Background: an optimization exercise with open tools, aiming at a short achievable clock period and few clock cycles. Do not read the settings as production practice. Where RTL was checked, it was by simulation tests only, not by an equivalence proof against the original. The RTL of runs 1 and 2 was laid out without a check of its function. No activity file was given, so power comes from the tool's default toggle rates.

`flow/run.sh`:
```
#!/bin/bash
# synth_recipe.tcl (not shown) runs the flow's synth.tcl, then flattens the netlist and writes it again
# the make line also repeats each setting of config.mk as NAME=value (left out here)
make -C /OpenROAD-flow-scripts/flow DESIGN_CONFIG=/design/flow/config.mk WORK_HOME=/design/flow/orfs CLKGATE_MAP_FILE= SYNTH_SCRIPT=/design/flow/synth_recipe.tcl finish
```
`flow/config.mk`:
```
export PLATFORM = sky130hd
export DESIGN_NAME = processor
export DESIGN_NICKNAME = processor
export VERILOG_FILES = /design/flow/design.v
export SDC_FILE = /design/flow/constraint.sdc
export NUM_CORES = 4
export LEC_CHECK = 0
export ABC_CLOCK_PERIOD_IN_PS = 2000
export CAP_MARGIN = 20
export CORE_MARGIN = 2
export CORE_UTILIZATION = 40
export SETUP_SLACK_MARGIN = 3.5
export SLEW_MARGIN = 20
```
`flow/constraint.sdc`:
```
create_clock -name core_clock -period 6.5 [get_ports {clock}]
set_input_delay 1.3000 -clock core_clock [delete_from_list [all_inputs] [get_ports {clock}]]
set_output_delay 1.3000 -clock core_clock [all_outputs]
set_load 0.01 [all_outputs]
```
`flow/design.v`:
```
`default_nettype none
package cpu_pkg;
    localparam int WORD_W = 32;
    localparam int REG_W  = 5;
    localparam int OP_W   = 5;
    typedef logic [WORD_W-1:0] word_t;     
    typedef logic [WORD_W-1:0] insn_t;
    typedef logic [REG_W-1:0]  reg_idx_t;
    typedef logic [OP_W-1:0]   opcode_t;
    typedef logic [OP_W-1:0]   alu_op_t;
    typedef enum logic [1:0] {FWD_RF, FWD_MEM, FWD_WB} fwd_sel_t;
    localparam opcode_t OP_RTYPE = 5'd0;
    localparam opcode_t OP_J     = 5'd1;
    localparam opcode_t OP_BNE   = 5'd2;
    localparam opcode_t OP_JAL   = 5'd3;
    localparam opcode_t OP_JR    = 5'd4;
    localparam opcode_t OP_ADDI  = 5'd5;
    localparam opcode_t OP_BLT   = 5'd6;
    localparam opcode_t OP_SW    = 5'd7;
    localparam opcode_t OP_LW    = 5'd8;
    localparam alu_op_t ALU_ADD = 5'd0;
    localparam alu_op_t ALU_SUB = 5'd1;
    localparam alu_op_t ALU_AND = 5'd2;
    localparam alu_op_t ALU_OR  = 5'd3;
    localparam alu_op_t ALU_SLL = 5'd4;
    localparam alu_op_t ALU_SRA = 5'd5;
    localparam int OPC_HI   = 31;
    localparam int OPC_LO   = 27;
    localparam int RD_HI    = 26;
    localparam int RD_LO    = 22;
    localparam int RS_HI    = 21;
    localparam int RS_LO    = 17;
    localparam int RT_HI    = 16;
    localparam int RT_LO    = 12;
    localparam int SHAMT_HI = 11;
    localparam int SHAMT_LO = 7;
    localparam int FUNC_HI  = 6;
    localparam int FUNC_LO  = 2;
    localparam int IMM_HI   = 16;    
    localparam int IMM_LO   = 0;
    localparam int TGT_HI   = 26;    
    localparam int TGT_LO   = 0;
    localparam reg_idx_t LINK_REG = 5'd31;    
    localparam insn_t    NOP_INSN = '0;       
endpackage
`default_nettype wire
`timescale 1ns/1ns
`default_nettype none
module processor (
    input  logic              clock,
    input  logic              rst_n,
    output cpu_pkg::word_t    address_imem,
    input  cpu_pkg::insn_t    q_imem,
    output cpu_pkg::word_t    address_dmem,
    output cpu_pkg::word_t    data,
    output logic              wren,
    input  cpu_pkg::word_t    q_dmem,
    output logic              ctrl_writeEnable,
    output cpu_pkg::reg_idx_t ctrl_writeReg,
    output cpu_pkg::reg_idx_t ctrl_readRegA,
    output cpu_pkg::reg_idx_t ctrl_readRegB,
    output cpu_pkg::word_t    data_writeReg,
    input  cpu_pkg::word_t    data_readRegA,
    input  cpu_pkg::word_t    data_readRegB
);
    logic [31:0] pc;
    logic [31:0] ras [4];
    logic [1:0]  ras_sp;             
    logic [15:0] bht_v;
    logic [1:0]  bht_c [16];
    logic        u_v;                
    logic [3:0]  u_idx;
    logic        u_t;
    logic        rec;
    logic [31:0] rec_pc;
    logic        x_valid;
    logic [4:0]  x_shamt;
    logic        x_bne;
    logic        x_blt;
    logic        x_jr;
    logic        x_lw;
    logic        x_sw;
    logic        x_wr;               
    logic [4:0]  x_dest;
    logic [31:0] x_imm;
    logic [31:0] x_pc1;              
    logic [3:0]  x_idx;              
    logic        x_pred;             
    logic [31:0] x_alt;              
    logic        s_addi, s_add, s_sub, s_and, s_or, s_sll, s_sra, s_jal;
    logic [4:0]  ra_q;               
    logic [4:0]  rb_q;               
    logic        a_ml, a_m, a_w, a_rf;
    logic        b_ml, b_m, b_w, b_rf;
    logic        m_wr;
    logic        m_lw;
    logic        m_sw;
    logic [4:0]  m_dest;
    logic [31:0] m_res;
    logic [31:0] m_st;
    logic        w_wr;
    logic [4:0]  w_dest;
    logic [31:0] w_val;
    logic [31:0] pc1;
    logic [4:0]  f_op;
    logic [4:0]  f_rd, f_rs, f_rt, f_func;
    logic [31:0] f_imm;
    logic [31:0] f_tgt;
    logic [31:0] f_brt;
    logic        f_rtype, f_j, f_bne, f_jal, f_jr, f_addi, f_blt, f_sw, f_lw;
    logic        f_br;
    logic        f_static;
    logic        f_pred;
    logic        f_wr_any;
    logic [4:0]  f_dest;
    logic        f_wr;
    logic [4:0]  f_ra, f_rb;
    logic [31:0] f_npc;
    logic [31:0] ras_top;
    logic [3:0]  f_idx;
    assign address_imem = pc;
    assign pc1   = pc + 32'd1;
    assign f_op   = q_imem[31:27];
    assign f_rd   = q_imem[26:22];
    assign f_rs   = q_imem[21:17];
    assign f_rt   = q_imem[16:12];
    assign f_func = q_imem[6:2];
    assign f_imm  = {{15{q_imem[16]}}, q_imem[16:0]};
    assign f_tgt  = {{5{q_imem[26]}}, q_imem[26:0]};
    assign f_brt  = pc1 + f_imm;
    assign f_rtype = (f_op == 5'd0);
    assign f_j     = (f_op == 5'd1);
    assign f_bne   = (f_op == 5'd2);
    assign f_jal   = (f_op == 5'd3);
    assign f_jr    = (f_op == 5'd4);
    assign f_addi  = (f_op == 5'd5);
    assign f_blt   = (f_op == 5'd6);
    assign f_sw    = (f_op == 5'd7);
    assign f_lw    = (f_op == 5'd8);
    assign f_br    = (f_bne | f_blt) & (q_imem[16:0] != 17'd0);
    assign f_idx    = pc[3:0];
    assign f_static = q_imem[16] | (f_bne & (f_rd != f_rs));
    assign f_pred   = f_br & (bht_v[f_idx] ? bht_c[f_idx][1] : f_static);
    assign f_wr_any = f_rtype | f_addi | f_lw | f_jal;
    assign f_dest   = f_jal ? 5'd31 : f_rd;
    assign f_wr     = f_wr_any & (f_dest != 5'd0);
    assign f_ra = (f_bne | f_blt) ? f_rd : f_rs;
    assign f_rb = (f_bne | f_blt) ? f_rs : ((f_sw | f_jr) ? f_rd : f_rt);
    assign ras_top = ras[ras_sp];
    always_comb begin
        if (rec)              f_npc = rec_pc;
        else if (f_j | f_jal) f_npc = f_tgt;
        else if (f_pred)      f_npc = f_brt;
        else if (f_jr)        f_npc = ras_top;
        else                  f_npc = pc1;
    end
    logic        xv;
    logic [31:0] opa, opb;
    logic [31:0] sum_i, sum_r, diff, res;
    logic        taken;
    logic        misp;
    assign xv  = x_valid & ~rec;       
    assign opa = ({32{a_rf}} & data_readRegA) | ({32{a_ml}} & q_dmem)
               | ({32{a_m}} & m_res) | ({32{a_w}} & w_val);
    assign opb = ({32{b_rf}} & data_readRegB) | ({32{b_ml}} & q_dmem)
               | ({32{b_m}} & m_res) | ({32{b_w}} & w_val);
    assign sum_i = opa + x_imm;
    assign sum_r = opa + opb;
    assign diff  = opa - opb;
    assign res = ({32{s_addi}} & sum_i)
               | ({32{s_add}}  & sum_r)
               | ({32{s_sub}}  & diff)
               | ({32{s_and}}  & (opa & opb))
               | ({32{s_or}}   & (opa | opb))
               | ({32{s_sll}}  & (opa << x_shamt))
               | ({32{s_sra}}  & $unsigned($signed(opa) >>> x_shamt))
               | ({32{s_jal}}  & x_pc1);
    assign taken = (x_bne & (opa != opb)) | (x_blt & ($signed(opa) < $signed(opb)));
    assign misp = xv & (((x_bne | x_blt) & (taken != x_pred))
                        | (x_jr & (opb != x_alt)));
    assign address_dmem     = m_res;
    assign data             = m_st;
    assign wren             = m_sw;
    assign ctrl_writeEnable = w_wr;
    assign ctrl_writeReg    = w_dest;
    assign data_writeReg    = w_val;
    assign ctrl_readRegA    = ra_q;
    assign ctrl_readRegB    = rb_q;
    logic xw, mw;
    logic a_x, a_mm, b_x, b_mm;
    assign xw   = x_valid & x_wr;      
    assign mw   = m_wr;                
    assign a_x  = xw & (f_ra == x_dest);
    assign a_mm = mw & (f_ra == m_dest);
    assign b_x  = xw & (f_rb == x_dest);
    assign b_mm = mw & (f_rb == m_dest);
    always_ff @(posedge clock) begin
        if (!rst_n) begin
            pc      <= 32'd0;
            x_valid <= 1'b0;
            rec     <= 1'b0;
            ras_sp  <= 2'd0;
            ras[0]  <= 32'd0;
            ras[1]  <= 32'd0;
            ras[2]  <= 32'd0;
            ras[3]  <= 32'd0;
        end else begin
            pc      <= f_npc;
            x_valid <= ~rec;
            rec     <= misp;
            if (!rec) begin
                if (f_jal) begin
                    ras[ras_sp + 2'd1] <= pc1;
                    ras_sp             <= ras_sp + 2'd1;
                end else if (f_jr) begin
                    ras_sp             <= ras_sp - 2'd1;
                end
            end
        end
    end
    always_ff @(posedge clock) begin
        rec_pc <= x_jr ? opb : x_alt;
    end
    always_ff @(posedge clock) begin
        if (!rst_n) begin
            bht_v <= 16'd0;
            u_v   <= 1'b0;
            for (int i = 0; i < 16; i++) bht_c[i] <= 2'd0;
        end else begin
            u_v   <= xv & (x_bne | x_blt);
            if (u_v) begin
                bht_v[u_idx] <= 1'b1;
                if (!bht_v[u_idx])                        bht_c[u_idx] <= u_t ? 2'd3 : 2'd0;
                else if (u_t && bht_c[u_idx] != 2'd3)     bht_c[u_idx] <= bht_c[u_idx] + 2'd1;
                else if (!u_t && bht_c[u_idx] != 2'd0)    bht_c[u_idx] <= bht_c[u_idx] - 2'd1;
            end
        end
    end
    always_ff @(posedge clock) begin
        u_idx <= x_idx;
        u_t   <= taken;
    end
    always_ff @(posedge clock) begin
        x_shamt  <= q_imem[11:7];
        x_bne    <= f_bne & f_br;
        x_blt    <= f_blt & f_br;
        x_jr     <= f_jr;
        x_lw     <= f_lw;
        x_sw     <= f_sw;
        x_wr     <= f_wr;
        x_dest   <= f_dest;
        x_imm    <= f_imm;
        x_pc1    <= pc1;
        x_idx    <= f_idx;
        x_pred   <= f_pred;
        x_alt    <= f_jr ? ras_top : (f_pred ? pc1 : f_brt);
        s_addi   <= f_addi | f_lw | f_sw;
        s_add    <= f_rtype & (f_func == 5'd0);
        s_sub    <= f_rtype & (f_func == 5'd1);
        s_and    <= f_rtype & (f_func == 5'd2);
        s_or     <= f_rtype & (f_func == 5'd3);
        s_sll    <= f_rtype & (f_func == 5'd4);
        s_sra    <= f_rtype & (f_func == 5'd5);
        s_jal    <= f_jal;
        ra_q     <= f_ra;
        rb_q     <= f_rb;
        a_ml     <= a_x & x_lw;
        a_m      <= a_x & ~x_lw;
        a_w      <= ~a_x & a_mm;
        a_rf     <= ~a_x & ~a_mm;
        b_ml     <= b_x & x_lw;
        b_m      <= b_x & ~x_lw;
        b_w      <= ~b_x & b_mm;
        b_rf     <= ~b_x & ~b_mm;
    end
    always_ff @(posedge clock) begin
        if (!rst_n) begin
            m_wr <= 1'b0;
            m_lw <= 1'b0;
            m_sw <= 1'b0;
            w_wr <= 1'b0;
        end else begin
            m_wr <= xv & x_wr;
            m_lw <= xv & x_lw;
            m_sw <= xv & x_sw;
            w_wr <= m_wr;
        end
    end
    always_ff @(posedge clock) begin
        m_dest <= x_dest;
        m_res  <= res;
        m_st   <= opb;
        w_dest <= m_dest;
        w_val  <= m_lw ? q_dmem : m_res;
    end
endmodule
`default_nettype wire
```
==> results of run 1 <==
[placed cells by master, fill, tap and decap left out, drive strengths merged, types with 75 or more instances in the layout]
cell / n
a21oi: 361
inv: 183
buf: 662
ha: 169
xor2: 88
nand3: 75
mux4: 91
dfxtp: 325
clkbuf: 95
nand2: 293
nor3: 75
clkdlybuf4s50: 154
edfxtp: 160
o21ai: 228
nor2: 379
a22oi: 78
[per-layer routing]
metal	vias up	wire length (um)	global-route usage, %	part of all wire [%]
met5	-	14	0	0.0097
met4	2	8800	15.4	6.1
met3	414	12500	5.70	8.7
met2	1708	65900	53.7	46
met1	16100	56900	43.2	40
li1	14700	-	-	-
[state kept, by name, indices dropped and copies added (netlist names), 5 cells and up, named ones only]
name / cells
bht_c: 32
bht_v: 16
m_dest: 5
m_res: 32
m_st: 32
pc: 32
ra_q: 5
ras: 128
rb_q: 5
rec_pc: 32
w_dest: 5
w_val: 32
x_alt: 32
x_dest: 5
x_imm: 17
x_pc1: 32
[kinds of logic (layout without fill, tap and decap cells)]
logic type | after synthesis | count (layout)
fa+ha+maj | 171 | 171
other cells | 0 | 2
xor+xnor | 155 | 155
simple gates | 1021 | 1031
compound gates | 1128 | 1129
mux | 203 | 203
buf+inv | 408 | 1194
flops | 485 | 485
[where the power goes]
group / leakage, uW / switching (uW) / internal (uW)
clock network: 0.000942 / 1380 / 1910
registers: 0.00437 / 192 / 3340
logic: 0.0134 / 1560 / 1310
total: 0.0187 / 3130 / 6560
[worst min-delay path by stage]
| stage | from | end | cells past startpoint |
|---|---|---|---|
| 2_1_floorplan | x_idx[0] | u_idx[0] | 0 |
| 3_3_place_gp | x_idx[0] | u_idx[0] | 0 |
| 3_5_place_dp | x_idx[0] | u_idx[0] | 0 |
| 4_1_cts | x_idx[0] | u_idx[0] | 0 |
| 5_1_grt | x_idx[0] | u_idx[0] | 0 |
| 6_report | x_idx[0] | u_idx[0] | 0 |
[metrics by stage]
| stage | util (%) | hold WS, ps | setup TNS (ps) |
|---|---|---|---|
| final | 61.1 | 328 | 0 |
| after global routing | 61.1 | 339 | 0 |
| after CTS | 57.2 | 326 | 0 |
| after detailed placement | 47.1 | 314 | -221 |
| after global placement | 47.1 | 310 | -431 |
| after floorplan | - | 310 | 0 |
[what timing repair did]
item,4_1_cts,5_1_grt
hold buffers,0,0
gates cloned,9,7
gates resized for setup,913,400
pin swaps,271,282
buffers inserted,366,182
endpoints found under the setup margin,365,218
[worst max-delay path, stage by stage]
cell and delay, ps:
buf_8 100, a22oi_2 190, nand2_2 170, buf_6 180, buf_6 110, ha_4 170, a21oi_4 200, nor2b_4 80
or4b_4 540, o2111ai_4 300, and4b_2 320, o31a_1 270, o31ai_1 100, or4_1 520
[cell type report]
cell class              count  area share, %
clock inverters            31          0.672
well taps                1050           2.73
diodes                      2         0.0104
clock buffers              74           3.34
flip-flops and latches    485           23.8
inverters                 184           1.59
repair buffers            905           17.3
multi-input cells        2689           50.6
==> run_results.csv, run 1 <==
group,metric,value,unit
status,status,"no timing/DRC/antenna violations",
pwr,vdd_ir_drop_max,219,uV
placement,pre_cts_slack,-221,ps
logic_synthesis,synth_edf_count,160,
worst_setup_path,critPathMaxFanout,4,
pwr,powerDensity,202,mW/mm^2
detailed_routing,post_drt_via_cell_ratio,6.09,
logic_synthesis,post-synth-top-count-cell,"nor2_1",
logic_synthesis,synth_compound_area_share,23.2,%
timing,slew_headroom,22.7,%
detailed_routing,wl_per_cell,26.6,um
logic_synthesis,synth_top_area_share,20.6,%
global_route,globalRouteOverflowTotal,0,
placement,routabilityCongestion,1.06,
worst_setup_path,r2r-end,"m_res[31]",
global_route,grt_max_degree,85,
layout,nets,4622,
pwr,power,9690,uW
clock_network,cts.clk_slew.worst_paths,60,ps
detailed_routing,via_count,33000,
logic_synthesis,synth_mux_area_share,10.3,%
timing,rsz0062_at_grt,"true",
logic_synthesis,syn_area,0.0316,mm^2
logic_synthesis,synth_area_leaders,"dfxtp_1, edfxtp_1, ha_1, mux4_2, a21oi_1",
timing,setup_slack,2450,ps
clock_network,clockRootBuffer,"clkbuf_16",
placement,placed_cells,4749,
flow_run,maxCapViolCount,0,
global_route,track_usage,33.2,%
timing,fin_crit_sh,62.3,%
logic_synthesis,synth_area_leader_cell,"dfxtp_1",
global_route,grt_pass1_vias,31200,
placement,hpwl,98200,um
logic_synthesis,netlist_instances,3571,
timing,fin_crit,4050,ps
layout,seq_area,0.0114,mm^2
logic_synthesis,async_flop_share,0,%
placement,numPortBuffers,274,
logic_synthesis,synth_top_family_by_area,"compound AO/OA/AOI/OAI gates",
floorplan,die_h,285,um
timing,hold_violations,0,
timing,clock.fmax,247,MHz
pwr,power.leakage,0.0187,uW
layout,n_fill_cell,6486,
worst_setup_path,crit_arrival,4540,ps
logic_synthesis,synth_fa_ha_area_share,6.81,%
worst_setup_path,crit_path_end,"m_res[31]",
floorplan,rows,103,
detailed_routing,firstDrtPassIters,6,
floorplan,boundaryPins,275,
clock_network,numClockSinks,485,
layout,area_growth_syn_to_layout,51.9,%
logic_synthesis,synth_commonest_cells,"nor2_1, a21oi_1, dfxtp_1",
timing,finClkSkew,55.3,ps
worst_setup_path,reg2reg_slack,2550,ps
detailed_routing,wl,144000,um
clock_network,clockBufferDepth,3,
logic_synthesis,yosys.area_share.simple,14.5,%
timing,worstMarginPinSlew,1150,ps
worst_setup_path,r2r_cells,13,
global_route,grt_pass1_wl,205000,um
timing,setup_viol,0,
layout,drive_gt1_share,39.4,%
logic_synthesis,synthDistinctLibCells,89,
worst_setup_path,worst_setup_path_end_kind,"register",
logic_synthesis,syn_nets,3872,
worst_setup_path,path_class,"primary input to register",
logic_synthesis,synth-main-ff-cell,"dfxtp_1",
min_path,hp-class,"register to register",
logic_synthesis,ys_seq_elements,485,
global_route,antenna_found_initial,4,
floorplan,die_x,285,um
floorplan,die-area,0.0813,mm^2
logic_synthesis,avgSynthCellArea,8.86,um^2
timing,maxSlewViolCount,0,
clock_network,h-tree-depth,2,
layout,fin_cells,5420,
detailed_routing,drc_errors,0,
layout,design_area,0.0480,mm^2
worst_setup_path,worstSetupStartpoint,"q_dmem[3]",
logic_synthesis,seq_area_frac_synth,35.8,%
worst_setup_path,timing.rr.start,"a_m",
floorplan,start_util,40.2,%
clock_network,cts_made_buffers,56,
floorplan,coreArea,0.0786,mm^2
placement,placed_area,0.0370,mm^2
clock_network,tritoncts,"done",
clock_network,insertion_delay,670,ps
logic_synthesis,synthXorXnorAreaFrac,4.29,%
worst_setup_path,required,6990,ps
logic_synthesis,yosys_warnings,1,
detailed_routing,drtIter0Drc,3601,
layout,multi_input_area,0.0243,mm^2
detailed_routing,ant_nets,0,
worst_setup_path,start_kind,"primary input",
==> inputs of run 2 (changes only) <==
--- a/flow/config.mk
+++ b/flow/config.mk
@@ -9,5 +9,5 @@
 export CAP_MARGIN = 20
 export CORE_MARGIN = 2
 export CORE_UTILIZATION = 40
-export SETUP_SLACK_MARGIN = 3.5
+export SETUP_SLACK_MARGIN = 4.2
 export SLEW_MARGIN = 20
==> run_results.csv, run 2 <==
group,metric,value,unit
global_route,grt_pass1_wl,217000,um
timing,maxSlewViolCount,0,
timing,setup_viol,0,
logic_synthesis,async_flop_share,0,%
detailed_routing,post_drt_via_cell_ratio,6.09,
global_route,globalRouteOverflowTotal,0,
min_path,hp-class,"register to register",
logic_synthesis,synth_commonest_cells,"nor2_1, a21oi_1, dfxtp_1",
layout,area_growth_syn_to_layout,64.4,%
timing,hold_violations,0,
logic_synthesis,syn_nets,3872,
logic_synthesis,yosys_warnings,1,
placement,placed_area,0.0374,mm^2
logic_synthesis,avgSynthCellArea,8.86,um^2
timing,rsz0062_at_grt,"true",
pwr,vdd_ir_drop_max,302,uV
floorplan,rows,103,
worst_setup_path,path_buf_inv,3,
layout,largest_reg_flops,128,
detailed_routing,wl_per_cell,27.4,um
clock_network,clockBufferDepth,3,
worst_setup_path,r2r_cells,18,
layout,nets,4785,
detailed_routing,drc_errors,0,
placement,routabilityCongestion,1.01,
clock_network,tritoncts,"done",
clock_network,insertion_delay,670,ps
timing,fin_crit_sh,62.4,%
min_path,whs_path_depth,0,
logic_synthesis,synth-main-ff-cell,"dfxtp_1",
clock_network,h-tree-depth,2,
global_route,grt_pass1_vias,33100,
worst_setup_path,path_class,"register to register",
layout,drive_gt1_share,50.9,%
worst_setup_path,crit_path_frequent_cell,"buf_12",
clock_network,numClockSinks,485,
clock_network,cts_made_buffers,54,
layout,final_cell_mix,"buf_4, buf_6, nor2_1, a21oi_1, nand2_1",
timing,slew_headroom,26.8,%
flow_run,maxCapViolCount,0,
floorplan,die_x,285,um
logic_synthesis,seq_area_frac_synth,35.8,%
global_route,antenna_found_initial,3,
logic_synthesis,synth_area_leader_cell,"dfxtp_1",
worst_setup_path,critPathMaxFanout,7,
worst_setup_path,path_delay_family,"compound AO/OA/AOI/OAI gates",
worst_setup_path,worst_setup_path_end_kind,"register",
clock_network,cts.clk_slew.worst_paths,60,ps
clock_network,clockRootBuffer,"clkbuf_16",
detailed_routing,ant_nets,0,
detailed_routing,wl_met3,13300,um
worst_setup_path,required,7030,ps
detailed_routing,wl_met1,59300,um
global_route,track_usage,35.3,%
pwr,powerDensity,195,mW/mm^2
worst_setup_path,critical-path-slowest-cell,"xnor2_4",
placement,hpwl,98200,um
detailed_routing,via_count,34000,
detailed_routing,firstDrtPassIters,7,
logic_synthesis,synth_area_leaders,"dfxtp_1, edfxtp_1, ha_1, mux4_2, a21oi_1",
floorplan,die_h,285,um
status,status,"no timing/DRC/antenna violations",
logic_synthesis,ys_seq_elements,485,
layout,mostFrequentLayoutCell,"buf_4",
global_route,grt_max_degree,85,
timing,timing.hold.ws,326,ps
logic_synthesis,synthDistinctLibCells,89,
logic_synthesis,post-synth-top-count-cell,"nor2_1",
worst_setup_path,path_depth,18,
logic_synthesis,synth_edf_count,160,
layout,final_util,66.1,%
timing,worstMarginPinSlew,1100,ps
detailed_routing,drtIter0Drc,4047,
worst_setup_path,slowest_delay,350,ps
logic_synthesis,netlist_instances,3571,
worst_setup_path,start_kind,"register",
layout,regMostFlops,"ras",
worst_setup_path,path_cells,"buf_12, buf_12, nand2_4, nor2_4, and3_4, xnor2_4, inv_2, ha_4, o21ai_4, a21oi_2, a221oi_4, a31oi_4, o31a_1, o21ba_4, a41o_1, o41ai_2, a311oi_2, a31oi_2",
placement,pre_cts_slack,-257,ps
timing,clock.fmax,246,MHz
floorplan,boundaryPins,275,
timing,finClkSkew,68.0,ps
detailed_routing,top_layer,"met5",
floorplan,die-area,0.0813,mm^2
pwr,power.leakage,0.0205,uW
logic_synthesis,syn_area,0.0316,mm^2
detailed_routing,wl,153000,um
layout,design_area,0.0520,mm^2
logic_synthesis,synth_top_area_share,20.6,%
floorplan,coreArea,0.0786,mm^2
timing,setup_slack,2440,ps
floorplan,start_util,40.2,%
timing,fin_crit,4060,ps
worst_setup_path,crit_arrival,4580,ps
clock_network,cts_hold_buf,0,
detailed_routing,wl_met2,69900,um
placement,numPortBuffers,274,
[run 2: cell types whose count changed in the layout (fill, tap and decap cells not counted), sizes merged, moves of 2 or more]
cell,change
buf,+307
clkdlybuf4s50,-141
clkbuf,-15
bufinv,+4
nand2,+4
dlymetal6s2s,-3
inv,-3
clkinv,+2
clkinvlp,+2
nand3,+2
or2,+2
[run 2: final timing paths]
path	start	end	slack, ps
setup / recovery	pc[1]	pc[31]	2440
hold / removal	x_idx[1]	u_idx[1]	330
setup reg to reg	pc[1]	pc[31]	2440
hold reg to reg	x_idx[1]	u_idx[1]	330
[run 2: logic make-up (layout without fill, tap and decap cells)]
family          Yosys count  in the layout  synth area share (%)
simple gates           1021           1039                  14.5
flops                   485            485                  35.8
buf+inv                 408           1347                  5.07
compound gates         1128           1129                  23.2
other cells               0              3                     0
mux                     203            203                  10.3
fa+ha+maj               171            171                  6.81
xor+xnor                155            155                  4.29
[run 2: power breakdown]
group | leakage, uW | switching, uW | internal (uW) | total (uW)
logic | 0.0151 | 1690 | 1490 | 3170
registers | 0.00441 | 199 | 3340 | 3540
clock network | 0.000976 | 1400 | 1990 | 3400
[run 2: per-layer routing]
layer	track usage (%)	up-vias
met1	45.2	16600
li1	-	15100
met4	20.0	2
met3	5.87	447
met5	0	-
met2	56.5	1889
[run 2: final cells by class]
cell class | instances | area, um^2
diodes | 3 | 7.51
clock buffers | 65 | 1510
clock inverters | 36 | 462
fillers | 5902 | 26600
inverters | 184 | 817
multi-input cells | 2697 | 25500
flip-flops and latches | 485 | 11700
well taps | 1050 | 1310
repair buffers | 1062 | 10700
[run 2: through the flow]
step / total power, uW / std cells / TNS [ps]
4_1_cts: 9760 / 5410 / 0
3_3_place_gp: 5680 / 4740 / -257
6_report: 10100 / 5582 / 0
3_5_place_dp: 5670 / 4740 / -257
5_1_grt: 10400 / 5579 / 0
2_1_floorplan: 4870 / 3571 / 0
[run 2: what timing repair did]
action | 4_1_cts | 5_1_grt
setup buffers | 538 | 164
pin swaps | 375 | 294
gates cloned | 31 | 5
setup endpoints to repair | 605 | 578
resized for setup | 2021 | 501
==> inputs of run 3 (changes only) <==
--- a/flow/design.v
+++ b/flow/design.v
@@ -167,13 +167,15 @@
     assign sum_i = opa + x_imm;
     assign sum_r = opa + opb;
     assign diff  = opa - opb;
+    logic [31:0] sra;
+    assign sra = $signed(opa) >>> x_shamt;
     assign res = ({32{s_addi}} & sum_i)
                | ({32{s_add}}  & sum_r)
                | ({32{s_sub}}  & diff)
                | ({32{s_and}}  & (opa & opb))
                | ({32{s_or}}   & (opa | opb))
                | ({32{s_sll}}  & (opa << x_shamt))
-               | ({32{s_sra}}  & $unsigned($signed(opa) >>> x_shamt))
+               | ({32{s_sra}}  & sra)
                | ({32{s_jal}}  & x_pc1);
     assign taken = (x_bne & (opa != opb)) | (x_blt & ($signed(opa) < $signed(opb)));
     assign misp = xv & (((x_bne | x_blt) & (taken != x_pred))
--- a/flow/config.mk
+++ b/flow/config.mk
@@ -9,5 +9,5 @@
 export CAP_MARGIN = 20
 export CORE_MARGIN = 2
 export CORE_UTILIZATION = 40
-export SETUP_SLACK_MARGIN = 4.2
+export SETUP_SLACK_MARGIN = 3.5
 export SLEW_MARGIN = 20
==> run_results.csv, run 3 <==
group,metric,value,unit
clock_network,tritoncts,"done",
worst_setup_path,crit_arrival,4540,ps
logic_synthesis,synthDistinctLibCells,89,
detailed_routing,wl,144000,um
timing,hold_violations,0,
layout,regMostFlops,"ras",
status,status,"no timing/DRC/antenna violations",
worst_setup_path,worst_setup_path_end_kind,"register",
timing,fin_crit,4050,ps
layout,drive_gt1_share,39.4,%
detailed_routing,via_count,33000,
min_path,hp-class,"register to register",
timing,timing.hold.ws,328,ps
min_path,holdCritStartpoint,"x_idx[0]",
logic_synthesis,avgSynthCellArea,8.86,um^2
logic_synthesis,synth_commonest_cells,"nor2_1, a21oi_1, dfxtp_1",
pwr,vdd_ir_drop_max,219,uV
clock_network,insertion_delay,670,ps
global_route,grt_pass1_vias,31200,
worst_setup_path,required,6990,ps
logic_synthesis,post-synth-top-count-cell,"nor2_1",
worst_setup_path,timing.rr.start,"a_m",
logic_synthesis,netlist_instances,3571,
worst_setup_path,critPathMaxFanout,4,
floorplan,rows,103,
timing,clock.fmax,247,MHz
logic_synthesis,synth_area_leader_cell,"dfxtp_1",
logic_synthesis,synth_top_area_share,20.6,%
global_route,grt_pass1_wl,205000,um
pwr,power.leakage,0.0187,uW
floorplan,die_h,285,um
global_route,globalRouteOverflowTotal,0,
layout,nets,4622,
worst_setup_path,worstSetupStartpoint,"q_dmem[3]",
clock_network,cts_made_buffers,56,
logic_synthesis,synth_area_leaders,"dfxtp_1, edfxtp_1, ha_1, mux4_2, a21oi_1",
floorplan,start_util,40.2,%
timing,finClkSkew,55.3,ps
layout,design_area,0.0480,mm^2
layout,final_cell_mix,"buf_4, nor2_1, dfxtp_1, a21oi_1, nand2_1",
logic_synthesis,syn_area,0.0316,mm^2
global_route,antenna_found_initial,4,
logic_synthesis,async_flop_share,0,%
placement,numPortBuffers,274,
floorplan,boundaryPins,275,
logic_synthesis,yosys_warnings,1,
global_route,grt_max_degree,85,
logic_synthesis,ys_seq_elements,485,
placement,hpwl,98200,um
layout,mostFrequentLayoutCell,"buf_4",
clock_network,clockBufferDepth,3,
logic_synthesis,synth-main-ff-cell,"dfxtp_1",
timing,fin_crit_sh,62.3,%
timing,worstMarginPinSlew,1150,ps
worst_setup_path,path_class,"primary input to register",
pwr,power,9690,uW
clock_network,clockRootBuffer,"clkbuf_16",
floorplan,coreArea,0.0786,mm^2
clock_network,cts.clk_slew.worst_paths,60,ps
detailed_routing,drc_errors,0,
layout,largest_reg_flops,128,
detailed_routing,wl_per_cell,26.6,um
timing,setup_viol,0,
clock_network,cts_hold_buf,0,
detailed_routing,drtIter0Drc,3601,
placement,routabilityCongestion,1.06,
detailed_routing,ant_nets,0,
floorplan,die-area,0.0813,mm^2
pwr,powerDensity,202,mW/mm^2
placement,placed_area,0.0370,mm^2
flow_run,maxCapViolCount,0,
clock_network,h-tree-depth,2,
detailed_routing,firstDrtPassIters,6,
layout,area_growth_syn_to_layout,51.9,%
timing,maxSlewViolCount,0,
clock_network,numClockSinks,485,
timing,slew_headroom,22.7,%
logic_synthesis,synth_edf_count,160,
floorplan,die_x,285,um
global_route,track_usage,33.2,%
worst_setup_path,start_kind,"primary input",
logic_synthesis,seq_area_frac_synth,35.8,%
detailed_routing,post_drt_via_cell_ratio,6.09,
logic_synthesis,syn_nets,3872,
timing,rsz0062_at_grt,"true",
-- run 3: cell counts after synthesis --
Identical to the previous run, type by type.
-- run 3: layer usage --
| metal | GRT usage, % | vias up | wire length, um |
|---|---|---|---|
| li1 | - | 14700 | - |
| met1 | 43.2 | 16100 | 56900 |
| met2 | 53.7 | 1708 | 65900 |
| met3 | 5.70 | 414 | 12500 |
| met4 | 15.4 | 2 | 8800 |
| met5 | 0 | - | 14 |
-- run 3: power by group --
part           internal [uW]  total, uW  switching (uW)
logic                   1310       2870            1560
registers               3340       3530             192
clock network           1910       3290            1380
total                   6560       9690            3130
-- run 3: final cells by class --
class / instances / area (um^2)
clock inverters: 31 / 323
clock buffers: 74 / 1600
well taps: 1050 / 1310
diodes: 2 / 5.00
fillers: 6486 / 30600
multi-input cells: 2689 / 24300
flip-flops and latches: 485 / 11400
repair buffers: 905 / 8310
inverters: 184 / 764
-- run 3: logic make-up (layout without fill, tap and decap cells) --
family                     Yosys count  after routing  synth area share, %
muxes                              203            203                 10.3
DFF                                485            485                 35.8
AOI/OAI and AO/OA                 1128           1129                 23.2
and+or+nand+nor                   1021           1031                 14.5
adders and majority gates          171            171                 6.81
xor gates and xnor gates           155            155                 4.29
other                                0              2                    0
buffers and inverters              408           1194                 5.07
-- run 3: critical path, stage by stage --
cell and delay (ps):
buf_8 100, a22oi_2 190, nand2_2 170, buf_6 180, buf_6 110, ha_4 170, a21oi_4 200, nor2b_4 80
or4b_4 540, o2111ai_4 300, and4b_2 320, o31a_1 270, o31ai_1 100, or4_1 520
-- run 3: worst paths after layout --
check / end / slack (ps) / cells after the start
worst min-delay path: u_idx[0] / 330 / 0
worst max-delay path: m_res[31] / 2450 / 14
worst min register to register: u_idx[0] / 330 / 0
worst max register to register: m_res[31] / 2550 / 13
-- run 3: per-stage QoR --
step / setup TNS, ps / utilization (%) / instances / worst slack [ps]
after detailed placement: -221 / 47.1 / 4749 / -221
after CTS: 0 / 57.2 / 5229 / 2460
after floorplan: 0 / - / 3571 / 2360
final: 0 / 61.1 / 5420 / 2450
after global placement: -431 / 47.1 / 4749 / -361
after global routing: 0 / 61.1 / 5420 / 2430
-- run 3: timing repair --
| item | CTS | global route |
|---|---|---|
| cloned | 9 | 7 |
| setup endpoints to repair | 365 | 218 |
| pin swaps | 271 | 282 |
| gates resized for setup | 913 | 400 |
| buffers inserted | 366 | 182 |
Testbench counts of run 3, summed over its fixed seeds: cycles 112,797.

-- re-timing with driven ports --
The flow's constraints put no driver on any port. The routed layouts listed below were extracted and timed again, unchanged, in two steps.
Step 1, drivers: a clkbuf_16 drives clock and a buf_2 each remaining input, both assumed.
Step 2 also shifts input and output timing later by t, the mid clock arrival at the registers, as if the neighbouring blocks saw the same clock.
a / b / c = ideal / step 1 / step 2; a / b = the first two.
| run | shift t [ns] | slack for setup (ns) | worst hold slack (ns) |
|---|---|---|---|
| run 1 | 0.707 | 2.449 / 2.474 / 1.768 | 0.328 / 0.328 / 0.328 |
| run 2 | 0.704 | 2.442 / 2.442 / 1.780 | 0.326 / 0.326 / 0.326 |
| run 3 | 0.707 | 2.449 / 2.474 / 1.768 | 0.328 / 0.328 / 0.328 |
After both steps every run listed still meets setup and hold.
